What follows belongs to an exercise in optimizing a design on an open flow for small area, a short achievable clock period and few clock cycles per item; a production flow would make more cautious choices. Only simulation tests tie the RTL to the original design; equivalence was not proved. Power and IR drop assume default switching activity.

Setup of 08-09:
==> flow/design.v <==
package chp_pkg;
   localparam int COUNT_WIDTH     = 20;
   localparam int OUT_COUNT_WIDTH = 20;
   localparam int PIX_WIDTH       = 8;
   localparam int NUM_BINS        = 256;
   localparam int BIN_WIDTH       = $clog2(NUM_BINS);
   localparam int SUM_WIDTH       = PIX_WIDTH + 2;
   localparam int DIV3_SHIFT = 11;
   localparam int DIV3_MUL   = (1 << DIV3_SHIFT) / 3 + 1;
   localparam int PROD_WIDTH = 2 * SUM_WIDTH;
   localparam int REQ_DATA_WIDTH = 3 * PIX_WIDTH;
   localparam int RSP_DATA_WIDTH = BIN_WIDTH + 2 * OUT_COUNT_WIDTH;
   typedef logic [COUNT_WIDTH-1:0] count_type;
   typedef logic [BIN_WIDTH-1:0]   bin_type;
   typedef enum logic [1:0] {
      SEL_AVERAGE = 2'd0,
      SEL_RED     = 2'd1,
      SEL_GREEN   = 2'd2,
      SEL_BLUE    = 2'd3
   } chan_sel_type;
endpackage
import chp_pkg::*;
module chp_bin_select (
   input  logic                          clock,
   input  logic                          en,
   input  logic [chp_pkg::PIX_WIDTH-1:0] red,
   input  logic [chp_pkg::PIX_WIDTH-1:0] green,
   input  logic [chp_pkg::PIX_WIDTH-1:0] blue,
   input  chp_pkg::chan_sel_type         sel,
   output chp_pkg::bin_type              bin_idx
);
   logic [SUM_WIDTH-1:0]  sum_ff;
   chp_pkg::bin_type      byte_ff, byte2_ff, byte3_ff;
   logic                  avg_ff, avg2_ff, avg3_ff;
   logic [3:0]            h;
   chp_pkg::bin_type      h21_ff, h21b_ff;
   logic [6:0]            hl_ff;
   logic [4:0]            hl3_ff;
   always_ff @(posedge clock) begin
      if (en) begin
         sum_ff  <= SUM_WIDTH'(red) + SUM_WIDTH'(green) + SUM_WIDTH'(blue);
         avg_ff  <= (sel == SEL_AVERAGE);
         unique case (sel)
            SEL_RED:   byte_ff <= red;
            SEL_GREEN: byte_ff <= green;
            default:   byte_ff <= blue;
         endcase
      end
   end
   assign h = sum_ff[9:6];
   always_ff @(posedge clock) begin
      if (en) begin
         h21_ff   <= BIN_WIDTH'(h * 5'd21);
         hl_ff    <= 7'(h) + 7'(sum_ff[5:0]);
         byte2_ff <= byte_ff;
         avg2_ff  <= avg_ff;
         h21b_ff  <= h21_ff;
         hl3_ff   <= 5'(hl_ff / 7'd3);
         byte3_ff <= byte2_ff;
         avg3_ff  <= avg2_ff;
      end
   end
   assign bin_idx = avg3_ff ? h21b_ff + BIN_WIDTH'(hl3_ff) : byte3_ff;
endmodule
import chp_pkg::*;
module chp_bin_store (
   input  logic               clock,
   input  logic               clr,
   input  logic               rd_en,
   input  logic [7:0]         rd_hi,      
   input  logic [31:0]        rd_lo,      
   input  logic [15:0]        wr_hi,      
   input  logic [15:0]        wr_lo,      
   input  chp_pkg::count_type wr_cnt,
   output chp_pkg::count_type rd_cnt      
);
   chp_pkg::count_type   mem [NUM_BINS];
   logic [7:0][COUNT_WIDTH-1:0] grp;
   logic [7:0][COUNT_WIDTH-1:0] grp_ff;
   logic [7:0]           hi_ff;
   logic [15:0]          we_hi, we_lo;
   chp_pkg::count_type   wd;
   always_comb begin
      for (int k = 0; k < 16; k++) begin
         we_hi[k] = clr || wr_hi[k];
         we_lo[k] = clr || wr_lo[k];
      end
   end
   assign wd = clr ? '0 : wr_cnt;
   for (genvar i = 0; i < NUM_BINS; i++) begin : g_bin
      always_ff @(posedge clock) begin
         if (we_hi[i / 16] && we_lo[i % 16]) begin
            mem[i] <= wd;
         end
      end
   end
   always_comb begin
      for (int g = 0; g < 8; g++) begin
         grp[g] = '0;
         for (int k = 0; k < 32; k++) begin
            grp[g] = grp[g] | ({COUNT_WIDTH{rd_lo[k]}} & mem[32 * g + k]);
         end
      end
   end
   always_ff @(posedge clock) begin
      if (rd_en) begin
         grp_ff <= grp;
         hi_ff  <= rd_hi;
      end
   end
   always_comb begin
      rd_cnt = '0;
      for (int g = 0; g < 8; g++) begin
         rd_cnt = rd_cnt | ({COUNT_WIDTH{hi_ff[g]}} & grp_ff[g]);
      end
   end
endmodule
import chp_pkg::*;
module channel_histogram_with_peak_unit (
   input  logic                                clock,
   input  logic                                reset,
   input  logic                                csr_we,
   input  logic [1:0]                          csr_wdata,      
   input  logic                                req_tvalid,
   output logic                                req_tready,
   input  logic [chp_pkg::REQ_DATA_WIDTH-1:0]  req_tdata,      
   input  logic                                req_tuser,      
   output logic                                rsp_tvalid,
   input  logic                                rsp_tready,
   output logic [chp_pkg::RSP_DATA_WIDTH-1:0]  rsp_tdata       
);
   chp_pkg::chan_sel_type sel_ff;
   logic                  clr_ff;
   logic                  en;
   logic                  i_vld_ff, i_fs_ff;
   logic [REQ_DATA_WIDTH-1:0] i_pix_ff;
   logic                  a_vld_ff, a_fs_ff, a2_vld_ff, a2_fs_ff, a3_vld_ff, a3_fs_ff;
   logic                  b_vld_ff, b_fs_ff;
   chp_pkg::bin_type      b_idx_ff, sel_idx;
   logic [7:0]            b_hi_ff;
   logic [31:0]           b_lo_ff;
   logic                  p_vld_ff, p_fs_ff, p_f1_ff, p_f2_ff, p_f3_ff;
   logic                  q_vld_ff, q_fs_ff, q_f1_ff, q_f2_ff, q_f3_ff;
   chp_pkg::bin_type      q_idx_ff;
   chp_pkg::count_type    rd_q_ff;
   chp_pkg::bin_type      p_idx_ff;
   chp_pkg::count_type    rd_cnt;
   logic                  c_vld_ff, c_fs_ff;
   chp_pkg::bin_type      c_idx_ff;
   logic [15:0]           c_whi_ff, c_wlo_ff;
   chp_pkg::count_type    c_cnt_ff, d_cnt_ff, e_cnt_ff;
   chp_pkg::count_type    base, new_cnt, peak_ff, peak_base, peak_new;
   logic                      o_vld_ff, o_nvld_ff, s_vld_ff, rdy_ff, o_free, o_next, s_next;
   logic                      o_keep, o_load;
   logic [RSP_DATA_WIDTH-1:0] o_data_ff, s_data_ff, push_data;
   always_ff @(posedge clock) begin
      if (reset) begin
         sel_ff <= SEL_AVERAGE;
      end else if (csr_we) begin
         sel_ff <= chp_pkg::chan_sel_type'(csr_wdata);
      end
   end
   always_ff @(posedge clock) begin
      clr_ff <= reset;
   end
   assign en = !s_vld_ff;
   always_ff @(posedge clock) begin
      if (en) begin
         i_pix_ff <= req_tdata;
         i_fs_ff  <= req_tuser;
      end
   end
   chp_bin_select u_select (
      .clock   (clock),
      .en      (en),
      .red     (i_pix_ff[PIX_WIDTH-1:0]),
      .green   (i_pix_ff[2*PIX_WIDTH-1:PIX_WIDTH]),
      .blue    (i_pix_ff[3*PIX_WIDTH-1:2*PIX_WIDTH]),
      .sel     (sel_ff),
      .bin_idx (sel_idx)
   );
   chp_bin_store u_store (
      .clock   (clock),
      .clr     (clr_ff),
      .rd_en   (en),
      .rd_hi   (b_hi_ff),
      .rd_lo   (b_lo_ff),
      .wr_hi   (c_whi_ff),
      .wr_lo   (c_wlo_ff),
      .wr_cnt  (c_cnt_ff),
      .rd_cnt  (rd_cnt)
   );
   assign base    = q_f1_ff ? c_cnt_ff : (q_f2_ff ? d_cnt_ff : (q_f3_ff ? e_cnt_ff : rd_q_ff));
   assign new_cnt = (base == '1) ? base : base + 1'b1;
   assign peak_base = c_fs_ff ? '0 : peak_ff;
   assign peak_new  = (c_cnt_ff > peak_base) ? c_cnt_ff : peak_base;
   assign push_data = {OUT_COUNT_WIDTH'(peak_new), OUT_COUNT_WIDTH'(c_cnt_ff), c_idx_ff};
   always_ff @(posedge clock) begin
      if (reset) begin
         i_vld_ff  <= 1'b0;
         a_vld_ff  <= 1'b0;
         a2_vld_ff <= 1'b0;
         a3_vld_ff <= 1'b0;
         b_vld_ff  <= 1'b0;
         p_vld_ff  <= 1'b0;
         q_vld_ff  <= 1'b0;
         c_vld_ff  <= 1'b0;
         peak_ff   <= '0;
      end else if (en) begin
         i_vld_ff  <= req_tvalid;
         a_vld_ff  <= i_vld_ff;
         a2_vld_ff <= a_vld_ff;
         a3_vld_ff <= a2_vld_ff;
         b_vld_ff  <= a3_vld_ff;
         p_vld_ff  <= b_vld_ff;
         q_vld_ff  <= p_vld_ff;
         c_vld_ff  <= q_vld_ff;
         if (c_vld_ff) begin
            peak_ff <= peak_new;
         end
      end
   end
   always_ff @(posedge clock) begin
      if (en) begin
         a_fs_ff  <= i_fs_ff;
         a2_fs_ff <= a_fs_ff;
         a3_fs_ff <= a2_fs_ff;
         b_fs_ff  <= a3_fs_ff;
         b_idx_ff <= sel_idx;
         for (int k = 0; k < 8; k++) begin
            b_hi_ff[k] <= (sel_idx[7:5] == 3'(k));
         end
         for (int k = 0; k < 32; k++) begin
            b_lo_ff[k] <= (sel_idx[4:0] == 5'(k));
         end
         p_fs_ff  <= b_fs_ff;
         p_idx_ff <= b_idx_ff;
         p_f1_ff  <= p_vld_ff && (p_idx_ff == b_idx_ff);
         p_f2_ff  <= q_vld_ff && (q_idx_ff == b_idx_ff);
         p_f3_ff  <= c_vld_ff && (c_idx_ff == b_idx_ff);
         q_fs_ff  <= p_fs_ff;
         q_idx_ff <= p_idx_ff;
         q_f1_ff  <= p_f1_ff;
         q_f2_ff  <= p_f2_ff;
         q_f3_ff  <= p_f3_ff;
         rd_q_ff  <= rd_cnt;
         c_fs_ff  <= q_fs_ff;
         c_idx_ff <= q_idx_ff;
         for (int k = 0; k < 16; k++) begin
            c_whi_ff[k] <= q_vld_ff && (q_idx_ff[7:4] == 4'(k));
            c_wlo_ff[k] <= (q_idx_ff[3:0] == 4'(k));
         end
         c_cnt_ff <= new_cnt;
         d_cnt_ff <= c_cnt_ff;
         e_cnt_ff <= d_cnt_ff;
      end
   end
   assign o_free = o_nvld_ff || rsp_tready;
   assign o_next = o_free ? (s_vld_ff || c_vld_ff) : 1'b1;
   assign s_next = o_free ? 1'b0 : (s_vld_ff || c_vld_ff);
   always_ff @(posedge clock) begin
      if (reset) begin
         o_vld_ff  <= 1'b0;
         o_nvld_ff <= 1'b1;
         s_vld_ff  <= 1'b0;
         rdy_ff    <= 1'b1;
      end else begin
         o_vld_ff  <= o_next;
         o_nvld_ff <= !o_next;
         s_vld_ff  <= s_next;
         rdy_ff    <= !s_next;
      end
   end
   assign o_keep = !reset && !o_free;
   assign o_load = !reset && o_free;
   always_ff @(posedge clock) begin
      o_data_ff <= (o_data_ff & {RSP_DATA_WIDTH{o_keep}}) |
                   ((s_vld_ff ? s_data_ff : push_data) & {RSP_DATA_WIDTH{o_load}});
      if (!s_vld_ff) begin
         s_data_ff <= push_data;
      end
   end
   assign req_tready = rdy_ff;
   assign rsp_tvalid = o_vld_ff;
   assign rsp_tdata  = o_data_ff;
endmodule
Settings: LEC_CHECK=0, ABC_CLOCK_PERIOD_IN_PS=3000, CAP_MARGIN=35, CORE_MARGIN=2, CORE_UTILIZATION=40, CTS_CLUSTER_DIAMETER=90, CTS_CLUSTER_SIZE=25, PLACE_DENSITY=0.5, SETUP_SLACK_MARGIN=4.85, SLEW_MARGIN=45, SYNTH_MEMORY_MAX_BITS=8192; clock period 8.0 ns.
run.sh (not shown) runs the stock make flow with config.mk's settings and CLKGATE_MAP_FILE= SYNTH_SCRIPT=/design/flow/synth_recipe.tcl, a recipe that flattens the netlist after the stock synthesis.
08-09 ran to completion and came out clean on the timing, DRC and antenna checks.
Testbench counts of 08-09, summed over its fixed seeds: cycles 72,288, items 72,000.
Input changes introduced in 08-08 (baseline for comparison: 08-09):
--- a/flow/design.v
+++ b/flow/design.v
@@ -140,8 +140,5 @@
    logic [7:0]            b_hi_ff;
    logic [31:0]           b_lo_ff;
-   logic                  p_vld_ff, p_fs_ff, p_f1_ff, p_f2_ff, p_f3_ff;
-   logic                  q_vld_ff, q_fs_ff, q_f1_ff, q_f2_ff, q_f3_ff;
-   chp_pkg::bin_type      q_idx_ff;
-   chp_pkg::count_type    rd_q_ff;
+   logic                  p_vld_ff, p_fs_ff, p_f1_ff, p_f2_ff;
    chp_pkg::bin_type      p_idx_ff;
    chp_pkg::count_type    rd_cnt;
@@ -149,5 +146,5 @@
    chp_pkg::bin_type      c_idx_ff;
    logic [15:0]           c_whi_ff, c_wlo_ff;
-   chp_pkg::count_type    c_cnt_ff, d_cnt_ff, e_cnt_ff;
+   chp_pkg::count_type    c_cnt_ff, d_cnt_ff;
    chp_pkg::count_type    base, new_cnt, peak_ff, peak_base, peak_new;
    logic                      o_vld_ff, o_nvld_ff, s_vld_ff, rdy_ff, o_free, o_next, s_next;
@@ -191,5 +188,5 @@
       .rd_cnt  (rd_cnt)
    );
-   assign base    = q_f1_ff ? c_cnt_ff : (q_f2_ff ? d_cnt_ff : (q_f3_ff ? e_cnt_ff : rd_q_ff));
+   assign base    = p_f1_ff ? c_cnt_ff : (p_f2_ff ? d_cnt_ff : rd_cnt);
    assign new_cnt = (base == '1) ? base : base + 1'b1;
    assign peak_base = c_fs_ff ? '0 : peak_ff;
@@ -204,5 +201,4 @@
          b_vld_ff  <= 1'b0;
          p_vld_ff  <= 1'b0;
-         q_vld_ff  <= 1'b0;
          c_vld_ff  <= 1'b0;
          peak_ff   <= '0;
@@ -214,6 +210,5 @@
          b_vld_ff  <= a3_vld_ff;
          p_vld_ff  <= b_vld_ff;
-         q_vld_ff  <= p_vld_ff;
-         c_vld_ff  <= q_vld_ff;
+         c_vld_ff  <= p_vld_ff;
          if (c_vld_ff) begin
             peak_ff <= peak_new;
@@ -237,21 +232,13 @@
          p_idx_ff <= b_idx_ff;
          p_f1_ff  <= p_vld_ff && (p_idx_ff == b_idx_ff);
-         p_f2_ff  <= q_vld_ff && (q_idx_ff == b_idx_ff);
-         p_f3_ff  <= c_vld_ff && (c_idx_ff == b_idx_ff);
-         q_fs_ff  <= p_fs_ff;
-         q_idx_ff <= p_idx_ff;
-         q_f1_ff  <= p_f1_ff;
-         q_f2_ff  <= p_f2_ff;
-         q_f3_ff  <= p_f3_ff;
-         rd_q_ff  <= rd_cnt;
-         c_fs_ff  <= q_fs_ff;
-         c_idx_ff <= q_idx_ff;
+         p_f2_ff  <= c_vld_ff && (c_idx_ff == b_idx_ff);
+         c_fs_ff  <= p_fs_ff;
+         c_idx_ff <= p_idx_ff;
          for (int k = 0; k < 16; k++) begin
-            c_whi_ff[k] <= q_vld_ff && (q_idx_ff[7:4] == 4'(k));
-            c_wlo_ff[k] <= (q_idx_ff[3:0] == 4'(k));
+            c_whi_ff[k] <= p_vld_ff && (p_idx_ff[7:4] == 4'(k));
+            c_wlo_ff[k] <= (p_idx_ff[3:0] == 4'(k));
          end
          c_cnt_ff <= new_cnt;
          d_cnt_ff <= c_cnt_ff;
-         e_cnt_ff <= d_cnt_ff;
       end
    end
On placement-stage cell area, 08-08 and 08-09 are basically level. In the flow results for 08-08 and 08-09, the via density per instance is smaller on 08-08. Going from 08-09 to 08-08, post-CTS repair timing setup buffer count went up by about 180%, total power shows an increase of about 2.5%, full die area went down, cell count after placement dropped 120, fraction of the core area covered by cells at the end of the flow increased 0.45 points. Cmp 08-08 and 08-09 / global-route usage / lower: 08-08. Timing, DRC, antenna: 0 failures across 08-08 and 08-09. 08-09 reports its timing endpoint of the critical path as u_store.mem[77][17] while 08-08 reports u_store.grp_ff[132].
Testbench counts of 08-08, summed over its fixed seeds: cycles 72,256, items 72,000.

-- re-timing with driven ports --
In the flow no input, the clock included, has a driving cell. The finished layouts below were timed again as built, in two steps.
Step 1 sets driving cells, clkbuf_16 on the clock port and buf_2 on the other inputs (assumed; they add their load-dependent delay and slew).
Step 2 also shifts input and output timing later by t, the mid clock arrival at the registers, as if the neighbouring blocks saw the same clock.
Slacks: no drivers / after step 1 / after step 2; pairs: no drivers / after step 1.
run | t, ns | setup WS [ns] | cell pins on the clock port's net
08-09 | 1.135 | 4.820 / 4.775 / 4.074 | 1
08-08 | 1.105 | 4.756 / 4.756 / 4.445 | 1
After both steps setup and hold are still met in every run listed. For 08-09, which loses most, drivers alone change the setup slack by -0.045 ns; drivers and shift together by -0.746 ns.
